From an optimization exercise on the open Yosys and OpenROAD flow, aimed at small area, a short achievable clock period and few clock cycles; shortcuts taken in it are not production practice.
Only simulation tests tie the RTL to the original design; equivalence was not proved.
Power figures rest on the tool's default switching activity, not on a simulated workload.

==> flow/design.v (outline; a module is shown in full before it is edited, if it fits) <==
// module qsim_seq: 181 lines
// module qsim_cmac: 2023 lines
// module qsim_top: 65 lines
module qsim_top
(
  input  wire        clk,
  input  wire        reset_n,
  input  wire        dut_valid,
  output wire        dut_ready,
  output wire        q_state_input_sram_write_enable,
  output qsim_pkg::addr_t q_state_input_sram_write_address,
  output qsim_pkg::word_t q_state_input_sram_write_data,
  output qsim_pkg::addr_t q_state_input_sram_read_address,
  input  qsim_pkg::word_t q_state_input_sram_read_data,
  output wire        q_state_output_sram_write_enable,
  output qsim_pkg::addr_t q_state_output_sram_write_address,
  output qsim_pkg::word_t q_state_output_sram_write_data,
  input  qsim_pkg::word_t q_state_output_sram_read_data,
  output wire        scratchpad_sram_write_enable,
  output qsim_pkg::addr_t scratchpad_sram_write_address,
  output qsim_pkg::word_t scratchpad_sram_write_data,
  output qsim_pkg::addr_t scratchpad_sram_read_address,
  input  qsim_pkg::word_t scratchpad_sram_read_data,
  output qsim_pkg::addr_t q_gates_sram_read_address,
  input  qsim_pkg::word_t q_gates_sram_read_data
);
  // ...
==> flow/run.sh <==
#!/bin/bash
# synth_recipe.tcl (not shown) runs the flow's synth.tcl, then flattens the netlist and writes it again
# the make line also repeats each setting of config.mk as NAME=value (left out here)
make -C /OpenROAD-flow-scripts/flow DESIGN_CONFIG=/design/flow/config.mk WORK_HOME=/design/flow/orfs CLKGATE_MAP_FILE= SYNTH_SCRIPT=/design/flow/synth_recipe.tcl finish
==> flow/config.mk <==
export PLATFORM = sky130hd
export DESIGN_NAME = qsim_top
export DESIGN_NICKNAME = qsim_top
export VERILOG_FILES = /design/flow/design.v
export SDC_FILE = /design/flow/constraint.sdc
export NUM_CORES = 4
export LEC_CHECK = 0
export CAP_MARGIN = 20
export CORE_MARGIN = 2
export CORE_UTILIZATION = 40
export SETUP_SLACK_MARGIN = 5
export SLEW_MARGIN = 20
==> flow/constraint.sdc <==
create_clock -name core_clock -period 9.0 [get_ports {clk}]
set_input_delay 1.8000 -clock core_clock [delete_from_list [all_inputs] [get_ports {clk}]]
set_output_delay 1.8000 -clock core_clock [all_outputs]
set_load 0.01 [all_outputs]
==> flow_summary.ini, run 1 <==
[logic_synthesis]
synthXorXnorAreaFrac_pct = 16.7
yosysWarnings = 2
syn_avg_cell_area_um2 = 9.92
synthesis.instances = 3362

[cells_and_area]
sh_seq_area_pct = 19.7
final-nonclk-buf-share_pct = 8.45
areaGrowthSynthToFinish_pct = 14.0
stdcell_area_um2 = 38000
clockBufferCount = 50

[power]
clock_net_power_uw = 1890
p_leak_uw = 0.0155
power-top-group = combinational logic

[worst_setup_path]
cp.arrival_ns = 6.13
crit_path_start = qsim_cmac_i.r1492
cpMostUsedCell = fa_2
path_buf_inv = 4
cp-endpoint = qsim_cmac_i.acc[15]
cp_max_fo = 2

[outcome]
status = no timing/DRC/antenna violations

[placed_design]
gp_congestion = 0.850

[detailed_routing]
dr_wl_met3_mm = 11.4

[timing]
finClkSkew_ns = 0.0405
rsz0062_at_grt = true
fin_ws_ns = 3.36
period_needed_ns = 5.64

[worst_hold_path]
worstHoldPathCells = 0

[global_routing]
grt.met3_usage_pct = 6.76
grt_use_met2_pct = 39.6
grt_start_max_net_pins = 38

[clock_network]
ctsResizeCount = 28
Testbench counts, summed over its fixed seeds: cycles 16,312.
==> inputs of run 2 (changes only) <==
--- a/flow/config.mk
+++ b/flow/config.mk
@@ -8,5 +8,4 @@
 export CAP_MARGIN = 20
 export CORE_MARGIN = 2
 export CORE_UTILIZATION = 40
-export SETUP_SLACK_MARGIN = 5
 export SLEW_MARGIN = 20
==> run 2 against run 1 <==
Still clean; critical path depth grew 1; clock skew shrank 0.0075 ns; non-clock buffer count shrank 20; sequential power is essentially flat; wire length shrank 0.32%; sequential share of layout area grew 0.18 points; die area is the same; hold slack is essentially flat; utilization shrank 0.60 points; area after synthesis is the same; critical path type unchanged.
==> flow_summary.ini, run 2 <==
[worst_setup_path]
crit_path_start = qsim_cmac_i.r1471
r2r_cells = 23
slowest_delay_ns = 0.58
cp-endpoint = qsim_cmac_i.acc[15]
reg2reg_to = qsim_cmac_i.acc[15]
rrSetupSlack_ns = 2.26
cp.arrival_ns = 7.22
cpMostUsedCell = fa_1
slowest_stage = or4_1
path_buf_inv = 4
critPathLaunchType = flop
r2r_start = qsim_cmac_i.r1471
critPathRequiredTime_ns = 9.48
crit_cells = 23
cp_max_fo = 2
worstPathCellList = fa_1, inv_1, fa_1, fa_1, fa_1, fa_1, fa_1, nand4b_1, or4_1, fa_1, fa_1, inv_1, fa_1, inv_1, fa_1, inv_1, ha_1, a31oi_1, o21bai_1, a21oi_1, o21bai_1, a31oi_1, xnor2_1
worstSetupEndpointType = flop
critPathKind = reg -> reg
cp_top_family = adder cells

[clock_network]
clock_sinks = 356
cts_tree = yes
root_buffer = clkbuf_16
ctsResizeCount = 0
path_clk_slew_ns = 0.06
hold_buffers = 0
clockBufferDepth = 3
cts_made_buffers = 44
clock_latency_ns = 0.61
post_cts_buffers = 0
htree_levels = 2

[detailed_routing]
route.detailed.drc = 0
first_iter_violations = 2244
wl_per_cell_um = 23.1
first_pass_iters = 6
vias_per_cell = 5.51
dr_total_vias = 24600
ant_nets = 0
drt-total-wl_mm = 104

[logic_synthesis]
synth_async_sr_flop_share_pct = 0
ys_types = 63
synth_top_area_share_pct = 28.9
synthesis.instances = 3362
syn_avg_cell_area_um2 = 9.92
synth.most_common_cell = inv_1
synthFlopType = dfxtp_1
synth_area_um2 = 33300
synth_edf_count = 30
yosysWarnings = 2
synth-seq-area-share_pct = 22.3
synth_area_leader_cell = fa_1
yosys-top-cells-count = inv_1 (488), fa_1 (482), a22oi_1 (477)
ys_ff_latch = 356
synth.area.top_cells = fa_1 (29%), dfxtp_1 (20%), a22oi_1 (11%)

[timing]
rsz0062_at_grt = false
fin_ws_ns = 2.26
fin_crit_sh_pct = 74.9
fmax_mhz = 148
hold_viol = 0
slew_violations = 0
fin_setup_tns_ns = 0
tightest_slew_ns = 1.11
period_needed_ns = 6.74
finClkSkew_ns = 0.0330
setup_violations = 0
slew_headroom_pct = 26.2
holdWs_ns = 0.325

[placed_design]
place_hpwl_mm = 64.1
portBuffers = 236
gp_congestion = 0.838
post-place-ws_ns = 2.25

[floorplanning]
die_area_um2 = 85700
row_count = 105
start_util_pct = 40.5
ios = 327
die_y_um = 293
fp.dieW_um = 293
coreArea_um2 = 82400

[cells_and_area]
final_nets = 4019
layout-drive-gt1-share_pct = 6.17
multi_input_area_um2 = 22200
areaGrowthSynthToFinish_pct = 12.5
layout_commonest_cell = inv_1
final_util_pct = 45.5
seqCellArea_um2 = 7470
largestRegisters = qsim_cmac_i.acc (32), qsim_cmac_i.g_q (32)
fillers = 7748
mostFrequentLayoutCells = inv_1 (488), fa_1 (482), a22oi_1 (477)

[global_routing]
grt_start_max_net_pins = 38
overflow = 0
grt_pass1_wl_mm = 159
grt_pass1_vias = 26100
grt_usage_pct = 24.2
antenna_found_initial = 2

[power]
total_power_uw = 15300
powerDensity_nw_per_um2 = 409
peakVddDrop_mv = 0.343
p_leak_uw = 0.0154

[flow_run]
drv_cap = 0

[worst_hold_path]
hold_path_class = reg -> reg

[outcome]
status = no timing/DRC/antenna violations
-- run 2: changes by cell type in the layout (fill, tap and decap cells not counted), moves of 5 or more --
cell and delta:
fa_1 +26, fa_2 -26, buf_6 -21, inv_1 +10, dfxtp_4 -9, dfxtp_1 +7
a21oi_1 +6, clkbuf_1 +6, clkinvlp_4 -6, inv_4 -6, inv_2 -5, o21bai_1 +5
o21bai_4 -5
-- run 2: metrics by stage --
stage,area [um^2],std cells
after global placement,35900,4393
final,37500,4476
after global routing,37500,4475
after detailed placement,35900,4393
after CTS,37500,4475
after floorplan,33600,3419
-- run 2: area by class of cell --
| class | count | area share (%) |
|---|---|---|
| diodes | 1 | 0.00667 |
| clock buffers | 57 | 3.28 |
| clock inverters | 25 | 1.07 |
| inverters | 493 | 4.93 |
| multi-input cells | 2156 | 59.3 |
| flip-flops and latches | 356 | 19.9 |
| well taps | 1070 | 3.57 |
| repair buffers | 318 | 7.94 |
-- run 2: per-layer routing --
metal  GRT usage (%)  vias to the layer above  wire length (um)
met1            30.3                    12300             39900
met5               0                        -                25
met2            40.0                     1472             48200
met3            6.28                      331             11000
met4            9.62                        4              4410
li1                -                    10600                 -
-- run 2: logic make-up (layout without fill, tap and decap cells) --
logic type | after synthesis | after routing | share of synthesized area [%]
flops | 356 | 356 | 22.3
xor+xnor | 636 | 636 | 16.7
simple gates | 307 | 307 | 4.77
compound gates | 582 | 582 | 12.6
buf+inv | 907 | 893 | 11.7
mux | 54 | 54 | 1.65
fa+ha+maj | 519 | 519 | 30.3
other cells | 1 | 59 | 0.0112
-- run 2: worst min path at each step --
stage	from	end	slack, ns	depth (start not counted)
global placement	qsim_seq_i.src2	qsim_seq_i.src3	0.31	0
CTS	qsim_seq_i.src2	qsim_seq_i.src3	0.33	0
floorplan	qsim_seq_i.first2	qsim_cmac_i.first_m	0.31	0
finish	qsim_seq_i.src2	qsim_seq_i.src3	0.32	0
detailed placement	qsim_seq_i.src2	qsim_seq_i.src3	0.31	0
global route	qsim_seq_i.src2	qsim_seq_i.src3	0.33	0
-- run 2: power breakdown --
| part | leakage (uW) | internal [uW] | switching [uW] |
|---|---|---|---|
| registers | 0.00301 | 2410 | 316 |
| logic | 0.0116 | 4730 | 5870 |
| clock network | 0.000793 | 1210 | 786 |

[re-timing with driven ports]
Ports are ideal in the flow. The routed layouts listed here were re-timed in OpenROAD. Step 1, drivers: a clkbuf_16 drives clk and a buf_2 each remaining input, both assumed. Step 2, shift: input delay + t, output delay - t, t = (earliest + latest rising clock arrival at the registers) / 2. This alone moves slack from input paths to output paths. Three values: ideal ports, drivers, drivers and shift; two values: the first two.
run	t, ns	setup slack, ns	worst register clock-pin slew, ns
run 1	0.674	3.363 / 3.363 / 3.363	0.08 / 0.08
run 2	0.662	2.260 / 2.260 / 2.260	0.06 / 0.06
After both steps every run listed still meets setup and hold.
